From an optimization exercise on the open Yosys and OpenROAD flow, aimed at small area, a short achievable clock period and few clock cycles per item; shortcuts taken in it are not production practice. Only simulation tests tie the RTL to the original design; equivalence was not proved. Power and IR drop assume default switching activity.

==> flow/design.v, too long to show whole: its modules and the start of the top module <==
// module lda_wb_regs: 174 lines
// module class_accum: 740 lines
// module scatter_calc: 286 lines
// module lda_top: 85 lines
module lda_top (
  input  logic                         clk,
  input  logic                         arst_n,
  input  logic                         wb_cyc,
  input  logic                         wb_stb,
  input  logic                         wb_we,
  input  logic [lda_pkg::WB_ADR_W-1:0] wb_adr,
  input  logic [31:0]                  wb_dat_w,
  input  logic [3:0]                   wb_sel,     
  output logic [31:0]                  wb_dat_r,
  output logic                         wb_ack
);
  // ...
==> flow/run.sh <==
#!/bin/bash
# synth_recipe.tcl (not shown) runs the flow's synth.tcl, then flattens the netlist and writes it again
# the make line also repeats each setting of config.mk as NAME=value (left out here)
make -C /OpenROAD-flow-scripts/flow DESIGN_CONFIG=/design/flow/config.mk WORK_HOME=/design/flow/orfs CLKGATE_MAP_FILE= SYNTH_SCRIPT=/design/flow/synth_recipe.tcl finish
==> flow/config.mk <==
export PLATFORM = sky130hd
export DESIGN_NAME = lda_top
export DESIGN_NICKNAME = lda_top
export VERILOG_FILES = /design/flow/design.v
export SDC_FILE = /design/flow/constraint.sdc
export NUM_CORES = 4
export LEC_CHECK = 0
export ABC_AREA = 1
export CAP_MARGIN = 20
export CORE_MARGIN = 2
export CORE_UTILIZATION = 65
export CTS_CLUSTER_DIAMETER = 50
export CTS_CLUSTER_SIZE = 30
export SETUP_SLACK_MARGIN = 3.0
export SLEW_MARGIN = 20
==> flow/constraint.sdc <==
create_clock -name core_clock -period 6.5 [get_ports {clk}]
set_input_delay 1.3000 -clock core_clock [delete_from_list [all_inputs] [get_ports {clk}]]
set_output_delay 1.3000 -clock core_clock [all_outputs]
set_load 0.01 [all_outputs]
==> impl_metrics.ini, run 1 <==
[routing]
wl_met1_um = 49140
wl_met3_um = 11750
wl_um = 122400
wl_met2_um = 53850
dr.pass1.iters = 8

[setup_path]
r2r_start = scatter_calc_inst.b_one[2]$_DFF_P_
cp.arrival_ns = 2.75
crit_type = in -> out
endpoint_kind = output port
r2r_slack_ns = 2.77
cp-endpoint = wb_dat_r[18]

[finish]
final_common_cell = dfxtp_1
comb.multi_input.count = 2070
area_growth_pct = 20.67
sh_seq_area = 0.5328
reg.largest.list = lda_wb_regs_inst.g_ring.ring x1024, class_accum_inst.a_n x32, lda_wb_regs_inst.g_ring.tag x32

[pwr]
pwr-share-seq = 0.484
pg_clk_uw = 6570
p_leak_uw = 0.02537
p_clk_frac = 0.350

[sta]
timing.hold.ws_ns = 0.2882
fin_tns_setup_ns = 0

[outcome]
status = finished clean

[yosys]
synth_enable_flop_cells = 108
syn_inst = 4227
syn_area_um2 = 45410

[grt]
met1_usage = 0.4354
antenna_found_initial = 3
track_usage = 0.3286

[worst_hold_path]
worst_hold_startpoint = lda_wb_regs_inst.g_ring[2].ring[58]$_DFF_P_

[clocking]
clock_sinks = 1387
Testbench counts, summed over its fixed seeds: cycles 3,840, items 80.
==> inputs of run 2 (changes only) <==
--- a/flow/config.mk
+++ b/flow/config.mk
@@ -10,6 +10,6 @@
 export CORE_MARGIN = 2
-export CORE_UTILIZATION = 65
+export CORE_UTILIZATION = 55
 export CTS_CLUSTER_DIAMETER = 50
 export CTS_CLUSTER_SIZE = 30
-export SETUP_SLACK_MARGIN = 3.0
+export SETUP_SLACK_MARGIN = 2.5
 export SLEW_MARGIN = 20
==> impl_metrics.ini, run 2 <==
[pwr]
p_leak_uw = 0.02490
power_density_nw_per_um2 = 356.6
power.ir.vdd_worst_v = 0.0004107

[yosys]
synthTopCellsByCount = dfxtp_1 (1233), nand2_1 (707), inv_1 (657)
synth_most_common_cell = dfxtp_1
synth_seq_cells = 1387
yosysSeqAreaShare = 0.6404
synth_top_area_share = 0.5435
synth_top_cell_by_area = dfxtp_1
synthFlopType = dfxtp_1
async_flop_share = 0.03317
syn_area_um2 = 45410
synth_area_leaders = dfxtp_1 (54%), edfxtp_1 (7.1%), fa_1 (6.0%)
synth_enable_flop_cells = 108
synth_warnings = 4
synth.avg_cell_area_um2 = 10.74
synth_nets = 4534
yosysUniqueCellTypes = 48
syn_inst = 4227

[floorplanning]
die-width_um = 291.4
io_pins = 80
die_h_um = 291.4
core_um2 = 81980
placementRows = 105
start_util = 0.5540
die_area_um2 = 84890

[placement]
placed_cells = 5318
post-place-ws_ns = 0.7802
port_buffers = 75
gp_congestion = 0.9508
place_hpwl_um = 75870
placed_area_um2 = 47460

[setup_path]
endpoint_kind = output port
critPathMaxFanout = 6
crit_type = in -> out
cp.arrival_ns = 2.76
r2r_start = scatter_calc_inst.b_two[1]$_DFF_P_
reg2regPathDepth = 17
r2r_slack_ns = 2.66
critPathRequiredTime_ns = 5.20
r2r_end = scatter_calc_inst.pxx_r[24]$_DFFE_PP_
cp-startpoint = wb_adr[4]
crit_path_start_kind = primary input

[routing]
dr_total_vias = 28964
post_drt_wl_per_cell_um = 19.79
drt_iter0_drc = 2256
dr.pass1.iters = 5
wl_um = 110500
vias_per_cell = 5.189
drc = 0
drtAntennaViolNets = 0

[clocking]
clock_sinks = 1387
numCtsBuffers = 100
clk_pin_slew_worst_paths_ns = 0.10
cts_max_level = 3
cts_tree = done
clockBufferDepth = 3
clk_latency_ns = 0.71
cts.root.buffer_cell = clkbuf_16
hold_buffers = 0

[finish]
fillers = 6503
largest_register_ffs = 1024
reg.largest.list = lda_wb_regs_inst.g_ring.ring x1024, class_accum_inst.a_n x32, lda_wb_regs_inst.g_ring.tag x32
final_area_um2 = 52850
diodes = 0
drive_gt1_frac = 0.1203
finalNetCount = 4734
instances_no_fill = 5582
final_cell_mix = dfxtp_1 (1224), nand2_1 (643), inv_1 (639)
top_register = lda_wb_regs_inst.g_ring.ring
final_common_cell = dfxtp_1
area_growth_pct = 16.38

[run]
cap_violations = 0

[sta]
slew_violations = 0
rsz0062_at_grt = yes
hold_viol = 0
finalSetupViolCount = 0
post-route-period-util = 0.6248
relSlewSlack = 0.2529
skew_ns = 0.04759
fmax_mhz = 246.2
tightest_slew_ns = 1.117
finalCriticalPeriod_ns = 4.061
worst_slack_ns = 2.439
timing.hold.ws_ns = 0.3157
fin_tns_setup_ns = 0

[outcome]
status = finished clean

[grt]
grt_pass1_wl_um = 164000
grt_pass1_vias = 27270
antenna_found_initial = 0
grt_max_degree = 55
track_usage = 0.2574
grt_overflow = 0

[worst_hold_path]
holdCritPathClass = reg -> reg
holdPathStages = 0
min_to = lda_wb_regs_inst.g_ring[2].ring[89]$_DFF_P_
worst_hold_startpoint = lda_wb_regs_inst.g_ring[2].ring[121]$_DFF_P_
[run 2: cell counts after synthesis]
Identical to the previous run, type by type.
[run 2: routing by layer]
metal  vias up  part of all wire  routed length [um]  GRT usage
li1      13940                 -                   -          -
met1     13828              0.46               50300     0.3618
met2       948              0.45               49600     0.4053
met3       248             0.059                6464    0.04039
met4         0             0.037                4086    0.09316
met5         -                 0                   0          0
[run 2: report_power, final]
part | switching, uW | internal (uW)
clock | 3530 | 3300
sequential | 162 | 8920
combinational | 1800 | 1150
total | 5490 | 13400
[run 2: logic make-up (layout without fill, tap and decap cells)]
family          count (synthesis)  count (layout)  synth area share
compound gates                564             564           0.07480
xor+xnor                      119             119           0.02295
flops                        1387            1387            0.6404
fa+ha+maj                     260             260           0.09395
mux                             1               1         0.0002479
simple gates                 1124            1125            0.1019
buf+inv                       772            1056           0.06582
[run 2: layout make-up]
cell class	instances	area [um^2]	share of cell area
Sequential cell	1387	29100	0.5505
Multi-Input combinational cell	2069	14060	0.2660
Clock buffer	105	2531	0.04789
Inverter	661	2527	0.04782
Timing Repair Buffer	206	2059	0.03897
Tap cell	1070	1339	0.02533
Clock inverter	82	1230	0.02327
Timing Repair inverter	2	12.51	0.0002367
[run 2: how the worst max path moves through the flow]
stage / to / slack, ns
after CTS: wb_dat_r[14] / 2.44
after detailed placement: wb_dat_r[1] / 0.78
after floorplan: class_accum_inst.b_sy_4_0$_DFF_P_ / 2.76
after global routing: wb_dat_r[14] / 2.40
after global placement: wb_dat_r[20] / 0.75
final: wb_dat_r[14] / 2.44
[run 2: worst max-delay path, stage by stage]
cell      delay, ns
buf_4          0.15
inv_4          0.11
nand2_1        0.09
inv_2          0.07
nand2_2        0.06
a211oi_4       0.21
buf_6          0.18
buf_12         0.14
buf_8          0.14
nand2_8        0.08
nand2_4        0.10
buf_6          0.10
[run 2: what timing repair did]
action	CTS	global route
setup endpoints to repair	45	77
pin swaps	35	29
setup buffers	33	35
gates cloned	5	4
resized for setup	383	82
[run 2: stage by stage]
stage | power (uW) | util
after global routing | 19810 | 0.6447
after global placement | 12060 | 0.5790
after CTS | 18980 | 0.6376
final | 18850 | 0.6447
after detailed placement | 12120 | 0.5790
after floorplan | 11380 | -
==> inputs of run 3 (changes only) <==
--- a/flow/config.mk
+++ b/flow/config.mk
@@ -10,3 +10,3 @@
 export CORE_MARGIN = 2
-export CORE_UTILIZATION = 55
+export CORE_UTILIZATION = 45
 export CTS_CLUSTER_DIAMETER = 50
==> impl_metrics.ini, run 3 <==
[outcome]
status = finished clean

[routing]
wl_um = 113900
post_drt_wl_per_cell_um = 19.64
wl_met2_um = 48400
dr.pass1.iters = 6
maxUsedRoutingLayer = met5
drtAntennaViolNets = 0
vias_per_cell = 4.994
wl_met3_um = 8288
drc = 0
drt_iter0_drc = 2431
wl_met1_um = 51340
dr_total_vias = 28948

[setup_path]
max_stage_delay_ns = 0.55
crit_type = in -> out
cp_cell_sequence = buf_12, nor2_4, buf_6, nand2_8, buf_6, o211ai_1, nand2_8, nand2_4, buf_6
critPathRequiredTime_ns = 5.20
crit_path_start_kind = primary input
critPathMaxFanout = 6
crit_top_cell = buf_6
cp.arrival_ns = 2.82
endpoint_kind = output port
cp_slowest_cell = o211ai_1

[finish]
area_growth_pct = 16.76
final_common_cell = dfxtp_1
seqCellArea_um2 = 29110
final_util = 0.5303
final_cell_mix = dfxtp_1 (1219), nand2_1 (644), inv_1 (640)
multi_input_area_um2 = 14040
largest_register_ffs = 1024
fillers = 8694
reg.largest.list = lda_wb_regs_inst.g_ring.ring x1024, class_accum_inst.a_n x32, lda_wb_regs_inst.g_ring.tag x32
finalNetCount = 4716
diodes = 0
top_register = lda_wb_regs_inst.g_ring.ring
drive_gt1_frac = 0.1189

[sta]
finalSetupViolCount = 0
skew_ns = 0.05760
fmax_mhz = 242.6
slew_violations = 0
post-route-period-util = 0.6341
relSlewSlack = 0.3035
finalCriticalPeriod_ns = 4.122
hold_viol = 0
fin_tns_setup_ns = 0
rsz0062_at_grt = yes
tightest_slew_ns = 1.041
worst_slack_ns = 2.378

[grt]
antenna_found_initial = 6
grt_pass1_vias = 28005
grt_max_degree = 56
grt_overflow = 0
grt_pass1_wl_um = 168800
track_usage = 0.2185

[clocking]
hold_buffers = 0
clockBufferDepth = 3
numCtsBuffers = 104
clk_pin_slew_worst_paths_ns = 0.08
cts_tree = done
cts.root.buffer_cell = clkbuf_16
clk_latency_ns = 0.72
cts_max_level = 3
clock_sinks = 1387

[yosys]
yosysUniqueCellTypes = 48
synth_enable_flop_cells = 108
async_flop_share = 0.03317
synth_nets = 4534
synth_top_area_share = 0.5435
synth_top_cell_by_area = dfxtp_1
syn_area_um2 = 45410
synth_most_common_cell = dfxtp_1
synthTopCellsByCount = dfxtp_1 (1233), nand2_1 (707), inv_1 (657)
synth_area_leaders = dfxtp_1 (54%), edfxtp_1 (7.1%), fa_1 (6.0%)
synth_seq_cells = 1387
synth_warnings = 4
synth.avg_cell_area_um2 = 10.74
syn_inst = 4227
yosysSeqAreaShare = 0.6404
synthFlopType = dfxtp_1

[floorplanning]
start_util = 0.4541
die-width_um = 321.7
die_area_um2 = 103500
die_h_um = 321.7
core_um2 = 100000
io_pins = 80
placementRows = 116

[placement]
post-place-ws_ns = 0.7359
gp_congestion = 0.9225
place_hpwl_um = 77550
port_buffers = 75

[pwr]
power_density_nw_per_um2 = 358.6
p_leak_uw = 0.02475
power.ir.vdd_worst_v = 0.0002643

[run]
cap_violations = 0

[worst_hold_path]
holdCritPathClass = reg -> reg
## run 3: cell counts after synthesis
Identical to the previous run, type by type.
## run 3: cell families (layout without fill, tap and decap cells)
logic type / after synthesis / after routing / synth area share
AO/OA/AOI/OAI: 564 / 564 / 0.07480
AND/OR/NAND/NOR: 1124 / 1126 / 0.1019
multiplexers: 1 / 1 / 0.0002479
adder cells (fa/ha/maj): 260 / 260 / 0.09395
XOR/XNOR: 119 / 119 / 0.02295
buffers and inverters: 772 / 1042 / 0.06582
flip-flops: 1387 / 1387 / 0.6404
## run 3: path summary, 6_finish.rpt
kind | end | cells past startpoint | slack (ns) | start
worst min-delay path | lda_wb_regs_inst.g_ring[2].tag[0]$_DFF_P_ | 0 | 0.30 | lda_wb_regs_inst.g_ring[2].tag[1]$_DFF_P_
worst max-delay path | wb_dat_r[15] | 9 | 2.38 | wb_adr[0]
worst max register to register | scatter_calc_inst.pyy_r[9]$_DFFE_PP_ | 15 | 2.60 | scatter_calc_inst.b_one[1]$_DFF_P_
max in group asynchronous | scatter_calc_inst.j[2]$_DFF_PN0_ | 1 | 5.43 | arst_n
worst min register to register | lda_wb_regs_inst.g_ring[2].tag[0]$_DFF_P_ | 0 | 0.30 | lda_wb_regs_inst.g_ring[2].tag[1]$_DFF_P_
min in group asynchronous | lda_wb_regs_inst.scan_cnt[1]$_DFFE_PN0P_ | 1 | 0.60 | arst_n
## run 3: critical path: cells and delay by family
kind | cells | cell delay (ns)
buffers and inverters | 4 | 0.49
AO/OA/AOI/OAI | 1 | 0.55
AND/OR/NAND/NOR | 4 | 0.46
## run 3: area by class of cell
type,count,area share
sequential,1387,0.5490
timing repair inverter,5,0.0007078
clock inverter,84,0.02319
multi-input combinational,2070,0.2648
inverter,661,0.04783
timing repair buffer,180,0.03303
clock buffer,112,0.05082
tap,1298,0.03063
## run 3: layer usage
metal,vias up,global-route usage
met5,-,0
met4,2,0.1074
met3,263,0.04295
met2,1058,0.3245
met1,13740,0.3051
li1,13885,-
## run 3: what timing repair did
item	CTS	global route
setup endpoints to repair	68	82
cloned	3	6
pin swaps	43	29
resized for setup	337	103
setup buffers	31	28
## run 3: where the power goes
| part | switching [uW] | leakage [uW] | internal (uW) | total [uW] |
|---|---|---|---|---|
| clock network | 3550 | 0.00189 | 3460 | 7000 |
| registers | 171 | 0.0118 | 8920 | 9090 |
| logic | 1790 | 0.0111 | 1140 | 2920 |
| total | 5510 | 0.0247 | 13500 | 19000 |
## run 3: metrics by stage
stage | total power (uW) | instance area, um^2 | instances | hold WS (ns)
global placement | 12080 | 47650 | 5533 | 0.3095
CTS | 19170 | 52410 | 5763 | 0.2976
detailed placement | 12130 | 47650 | 5533 | 0.3121
floorplan | 11380 | 45410 | 4227 | 0.3096
finish | 19020 | 53030 | 5797 | 0.2978
global route | 20020 | 53030 | 5797 | 0.3061
==> inputs of run 4 (changes only) <==
--- a/flow/config.mk
+++ b/flow/config.mk
@@ -10,6 +10,6 @@
 export CORE_MARGIN = 2
-export CORE_UTILIZATION = 45
+export CORE_UTILIZATION = 55
 export CTS_CLUSTER_DIAMETER = 50
 export CTS_CLUSTER_SIZE = 30
-export SETUP_SLACK_MARGIN = 2.5
+export SETUP_SLACK_MARGIN = 2.75
 export SLEW_MARGIN = 20
==> impl_metrics.ini, run 4 <==
[worst_hold_path]
holdCritPathClass = reg -> reg
min_to = lda_wb_regs_inst.g_ring[2].ring[89]$_DFF_P_
worst_hold_startpoint = lda_wb_regs_inst.g_ring[2].ring[121]$_DFF_P_
holdPathStages = 0

[clocking]
clk_pin_slew_worst_paths_ns = 0.10
clockBufferDepth = 3
cts.root.buffer_cell = clkbuf_16
cts_tree = done
numCtsBuffers = 100
clock_sinks = 1387
hold_buffers = 0
clk_latency_ns = 0.71
cts_max_level = 3

[sta]
fmax_mhz = 243.1
fin_tns_setup_ns = 0
tightest_slew_ns = 1.056
slew_violations = 0
rsz0062_at_grt = yes
finalSetupViolCount = 0
post-route-period-util = 0.6328
hold_viol = 0
skew_ns = 0.04622
finalCriticalPeriod_ns = 4.113
relSlewSlack = 0.2908

[routing]
drtAntennaViolNets = 0
maxUsedRoutingLayer = met4
vias_per_cell = 5.197
drc = 0
wl_met1_um = 50600
wl_met2_um = 50670
wl_um = 112000
drt_iter0_drc = 2115
dr.pass1.iters = 5
post_drt_wl_per_cell_um = 20.02
dr_total_vias = 29080
wl_met3_um = 6392

[yosys]
synth_top_cell_by_area = dfxtp_1
synth_top_area_share = 0.5435
synth_nets = 4534
synthFlopType = dfxtp_1
async_flop_share = 0.03317
synth_most_common_cell = dfxtp_1
synth_warnings = 4
yosysSeqAreaShare = 0.6404
yosysUniqueCellTypes = 48
synth_seq_cells = 1387
synthTopCellsByCount = dfxtp_1 (1233), nand2_1 (707), inv_1 (657)
synth_area_leaders = dfxtp_1 (54%), edfxtp_1 (7.1%), fa_1 (6.0%)
synth.avg_cell_area_um2 = 10.74
syn_inst = 4227
syn_area_um2 = 45410
synth_enable_flop_cells = 108

[finish]
reg.largest.list = lda_wb_regs_inst.g_ring.ring x1024, class_accum_inst.a_n x32, lda_wb_regs_inst.g_ring.tag x32
area_growth_pct = 18.31
final_util = 0.6554
final_cell_mix = dfxtp_1 (1202), inv_1 (638), nand2_1 (612)
finalNetCount = 4747
drive_gt1_frac = 0.1492
diodes = 0
final_common_cell = dfxtp_1
top_register = lda_wb_regs_inst.g_ring.ring
largest_register_ffs = 1024

[floorplanning]
core_um2 = 81980
placementRows = 105
die-width_um = 291.4
io_pins = 80
start_util = 0.5540
die_h_um = 291.4
die_area_um2 = 84890

[run]
cap_violations = 0

[setup_path]
max_stage_delay_ns = 0.39
crit_top_cell = nand2_2
r2r_start = class_accum_inst.a_n[6]$_DFF_P_
endpoint_kind = output port
reg2regPathDepth = 8
crit_buf_inv = 5
critical-path-top-delay-family = buffers and inverters
critPathRequiredTime_ns = 5.20
crit_type = in -> out
critPathMaxFanout = 7
r2r_slack_ns = 2.85
cp_slowest_cell = o31ai_4
cp.arrival_ns = 2.81
crit_path_start_kind = primary input
cp_cell_sequence = buf_12, nor2_4, buf_4, nand3_4, clkinvlp_4, buf_6, nand2_2, nand2_2, o31ai_4, nand2_2, buf_6
r2r_end = class_accum_inst.b_sy_2_0$_DFF_P_

[pwr]
power.ir.vdd_worst_v = 0.0004087
p_leak_uw = 0.02521
power_density_nw_per_um2 = 350.7

[grt]
grt_pass1_vias = 27633
grt_overflow = 0
grt_pass1_wl_um = 166700
grt_max_degree = 55
track_usage = 0.2621
antenna_found_initial = 0

[placement]
gp_congestion = 0.9508
place_hpwl_um = 75870
port_buffers = 75

[outcome]
status = finished clean
==> run 4: cell counts after synthesis <==
Identical to the previous run, type by type.
==> run 4: stage by stage <==
stage / worst slack (ns) / power [uW] / cell area, um^2 / std cells / hold slack, ns
after floorplan: 2.763 / 11380 / 45410 / 4227 / 0.3096
after global placement: 0.7496 / 12060 / 47460 / 5318 / 0.3096
after detailed placement: 0.7802 / 12120 / 47460 / 5318 / 0.3121
after CTS: 2.451 / 19000 / 52800 / 5567 / 0.3089
after global routing: 2.343 / 19810 / 53730 / 5595 / 0.3075
final: 2.387 / 18840 / 53730 / 5595 / 0.3175
==> run 4: power breakdown <==
| part | switching, uW | internal [uW] |
|---|---|---|
| Clock | 3520 | 3300 |
| Sequential | 163 | 8910 |
| Combinational | 1800 | 1150 |
| Total | 5480 | 13400 |
==> run 4: routing by layer <==
layer  up-vias  global-route usage
met4         0             0.09932
met5         -                   0
met2       904              0.4150
met1     13966              0.3632
met3       249             0.04322
li1      13961                   -
==> run 4: how the worst max path moves through the flow <==
stage                                                start                           endpoint  slack (ns)  cells after the start
after floorplan           class_accum_inst.a_n[23]$_DFF_P_  class_accum_inst.b_sy_4_0$_DFF_P_        2.76                     10
after global placement                           wb_adr[3]                       wb_dat_r[20]        0.75                     12
after detailed placement                         wb_adr[3]                        wb_dat_r[1]        0.78                      9
after CTS                                        wb_adr[3]                        wb_dat_r[6]        2.45                     11
after global routing                             wb_adr[3]                       wb_dat_r[16]        2.34                     13
final                                            wb_adr[3]                       wb_dat_r[10]        2.39                     11
==> run 4: cell type report <==
type | count | area (um^2)
fillers | 6428 | 28250
repair inverters | 2 | 15.01
clock inverters | 82 | 1230
multi-input cells | 2068 | 14690
flip-flops and latches | 1387 | 29160
well taps | 1070 | 1339
repair buffers | 220 | 2228
clock buffers | 105 | 2531
inverters | 661 | 2532
==> run 4: timing repair <==
action | in CTS | in global routing
buffers inserted | 53 | 28
cloned | 9 | 0
pin swaps | 63 | 75
resized for setup | 489 | 157
setup endpoints to repair | 103 | 107
==> run 4: logic make-up (layout without fill, tap and decap cells) <==
kind of cell,Yosys count,after routing,share of synthesized area
AO/OA/AOI/OAI,564,564,0.07480
XOR/XNOR,119,119,0.02295
adder cells (fa/ha/maj),260,260,0.09395
buffers and inverters,772,1070,0.06582
flip-flops,1387,1387,0.6404
multiplexers,1,1,0.0002479
AND/OR/NAND/NOR,1124,1124,0.1019
==> inputs of run 5 (changes only) <==
--- a/flow/config.mk
+++ b/flow/config.mk
@@ -13,3 +13,4 @@
 export CTS_CLUSTER_SIZE = 30
-export SETUP_SLACK_MARGIN = 2.75
+export GPL_TIMING_DRIVEN = 1
+export SETUP_SLACK_MARGIN = 2.5
 export SLEW_MARGIN = 20
==> impl_metrics.ini, run 5 <==
[outcome]
status = finished clean

[yosys]
syn_inst = 4227
syn_area_um2 = 45410
synthSimpleGateAreaFrac = 0.1019
synth_top_cell_by_area = dfxtp_1
yosysUniqueCellTypes = 48
synth-xor-area-share = 0.02295
synth_compound_gate_area_share = 0.07480
synth_seq_cells = 1387
yosys.area_share.adder = 0.09395
synth_enable_flop_cells = 108
synth_warnings = 4
synth_top_family_by_area = simple AND/OR/NAND/NOR gates
synthFlopType = dfxtp_1
synth_top_area_share = 0.5435
synth_most_common_cell = dfxtp_1
yosysSeqAreaShare = 0.6404
synth_area_leaders = dfxtp_1 (54%), edfxtp_1 (7.1%), fa_1 (6.0%)
synth_nets = 4534
async_flop_share = 0.03317
synthTopCellsByCount = dfxtp_1 (1233), nand2_1 (707), inv_1 (657)
synth.avg_cell_area_um2 = 10.74
synth.area.mux_share = 0.0002480

[sta]
fmax_mhz = 246.2
slew_violations = 0
rsz0062_at_grt = yes
skew_ns = 0.04759
finalSetupViolCount = 0
finalCriticalPeriod_ns = 4.061
fin_tns_setup_ns = 0
relSlewSlack = 0.2529
post-route-period-util = 0.6248
hold_viol = 0
tightest_slew_ns = 1.117

[clocking]
cts_max_level = 3
cts.root.buffer_cell = clkbuf_16
clockBufferDepth = 3
cts_tree = done
clk_latency_ns = 0.71
clk_pin_slew_worst_paths_ns = 0.10
numCtsBuffers = 100
clock_sinks = 1387
hold_buffers = 0

[finish]
largest_register_ffs = 1024
seqCellArea_um2 = 29100
area_growth_pct = 16.38
fillers = 6503
diodes = 0
top_register = lda_wb_regs_inst.g_ring.ring
finalNetCount = 4734
reg.largest.list = lda_wb_regs_inst.g_ring.ring x1024, class_accum_inst.a_n x32, lda_wb_regs_inst.g_ring.tag x32
final_common_cell = dfxtp_1
final_cell_mix = dfxtp_1 (1224), nand2_1 (643), inv_1 (639)
final_area_um2 = 52850
drive_gt1_frac = 0.1203
multi_input_area_um2 = 14060

[floorplanning]
placementRows = 105
die_area_um2 = 84890
die_h_um = 291.4
core_um2 = 81980
die-width_um = 291.4
io_pins = 80
start_util = 0.5540

[placement]
port_buffers = 75
placed_area_um2 = 47460
gp_congestion = 0.9508
place_hpwl_um = 75870

[setup_path]
cp_num_cells = 12
cp.arrival_ns = 2.76
crit_buf_inv = 7
max_stage_delay_ns = 0.21
crit_type = in -> out
crit_top_cell = buf_6
reg2regPathDepth = 17
critPathRequiredTime_ns = 5.20
crit_path_start_kind = primary input
critical-path-top-delay-family = buffers and inverters
critPathMaxFanout = 6
endpoint_kind = output port
cp_cell_sequence = buf_4, inv_4, nand2_1, inv_2, nand2_2, a211oi_4, buf_6, buf_12, buf_8, nand2_8, nand2_4, buf_6
cp_slowest_cell = a211oi_4

[worst_hold_path]
holdCritPathClass = reg -> reg
holdPathStages = 0

[routing]
dr_total_vias = 28964
wl_met1_um = 50300
wl_met2_um = 49600
drtAntennaViolNets = 0
wl_um = 110500
vias_per_cell = 5.189
post_drt_wl_per_cell_um = 19.79
drc = 0
drt_iter0_drc = 2256
wl_met3_um = 6464
dr.pass1.iters = 5
maxUsedRoutingLayer = met4

[grt]
grt_overflow = 0
grt_max_degree = 55
grt_pass1_wl_um = 164000
track_usage = 0.2574
antenna_found_initial = 0
grt_pass1_vias = 27270

[pwr]
power.ir.vdd_worst_v = 0.0004107
p_leak_uw = 0.02490
power_density_nw_per_um2 = 356.6

[run]
cap_violations = 0
[run 5: area by class of cell]
type                       count  area share
sequential                  1387      0.5505
multi-input combinational   2069      0.2660
clock buffer                 105     0.04789
timing repair inverter         2   0.0002367
timing repair buffer         206     0.03897
inverter                     661     0.04782
clock inverter                82     0.02327
tap                         1070     0.02533
[run 5: metrics by stage]
stage               setup WS (ns)  hold slack, ns  instances  utilization  total power [uW]
finish                      2.439          0.3157       5582       0.6447             18850
global route                2.396          0.3075       5582       0.6447             19810
CTS                         2.443          0.3089       5543       0.6376             18980
detailed placement         0.7802          0.3121       5318       0.5790             12120
global placement           0.7496          0.3096       5318       0.5790             12060
floorplan                   2.763          0.3096       4227            -             11380
[run 5: final timing paths]
path | endpoint | startpoint | slack (ns)
max in group asynchronous | scatter_calc_inst.j[2]$_DFF_PN0_ | arst_n | 5.25
setup reg to reg | scatter_calc_inst.pxx_r[24]$_DFFE_PP_ | scatter_calc_inst.b_two[1]$_DFF_P_ | 2.66
setup / recovery | wb_dat_r[14] | wb_adr[4] | 2.44
hold / removal | lda_wb_regs_inst.g_ring[2].ring[89]$_DFF_P_ | lda_wb_regs_inst.g_ring[2].ring[121]$_DFF_P_ | 0.32
hold reg to reg | lda_wb_regs_inst.g_ring[2].ring[89]$_DFF_P_ | lda_wb_regs_inst.g_ring[2].ring[121]$_DFF_P_ | 0.32
min in group asynchronous | scatter_calc_inst.j[10]$_DFF_PN0_ | arst_n | 0.74
[run 5: timing repair]
action,in CTS,in global routing
cloned,5,4
pin swaps,35,29
hold endpoints to repair,0,0
setup buffers,33,35
gates resized for setup,383,82
setup endpoints to repair,45,77
[run 5: where the power goes]
group | total (uW) | switching, uW | internal [uW]
logic | 2940 | 1800 | 1150
registers | 9080 | 162 | 8920
clock network | 6830 | 3530 | 3300
total | 18800 | 5490 | 13400
[run 5: cell families after synthesis]
family	after synthesis
xor+xnor	119
flops	1387
fa+ha+maj	260
mux	1
buf+inv	772
simple gates	1124
compound gates	564
[run 5: metal layers]
metal	global-route usage	vias to the layer above
met5	0	-
met4	0.09316	0
met3	0.04039	248
met2	0.4053	948
met1	0.3618	13828
li1	-	13940

## re-timing with driven ports
No port has a modelled driver above. Below, the same layouts with a new extraction and two added sets of constraints.
Step 1 assumes that a clkbuf_16 drives the clock port and a buf_2 every other input.
Step 2 also shifts input and output timing later by t, the mid clock arrival at the registers, as if the neighbouring blocks saw the same clock.
Slacks: no drivers / after step 1 / after step 2; pairs: no drivers / after step 1.
run | shift t [ns] | setup WS [ns] | hold WS [ns] | worst setup path at the end | cell pins on the clock port's net
run 1 | 0.742 | 2.445 / 2.363 / 2.128 | 0.288 / 0.288 / 0.288 | input to register | 1
run 2 | 0.750 | 2.439 / 2.362 / 2.292 | 0.316 / 0.316 / 0.316 | input to register | 1
run 3 | 0.766 | 2.378 / 2.309 / 2.309 | 0.298 / 0.298 / 0.298 | input to output | 1
run 4 | 0.753 | 2.387 / 2.309 / 2.270 | 0.317 / 0.317 / 0.317 | input to register | 1
run 5 | 0.750 | 2.439 / 2.362 / 2.292 | 0.316 / 0.316 / 0.316 | input to register | 1
After both steps every run listed still meets setup and hold. The setup slack of run 1, which loses most, moves by -0.082 ns with the drivers and by -0.317 ns with both steps.
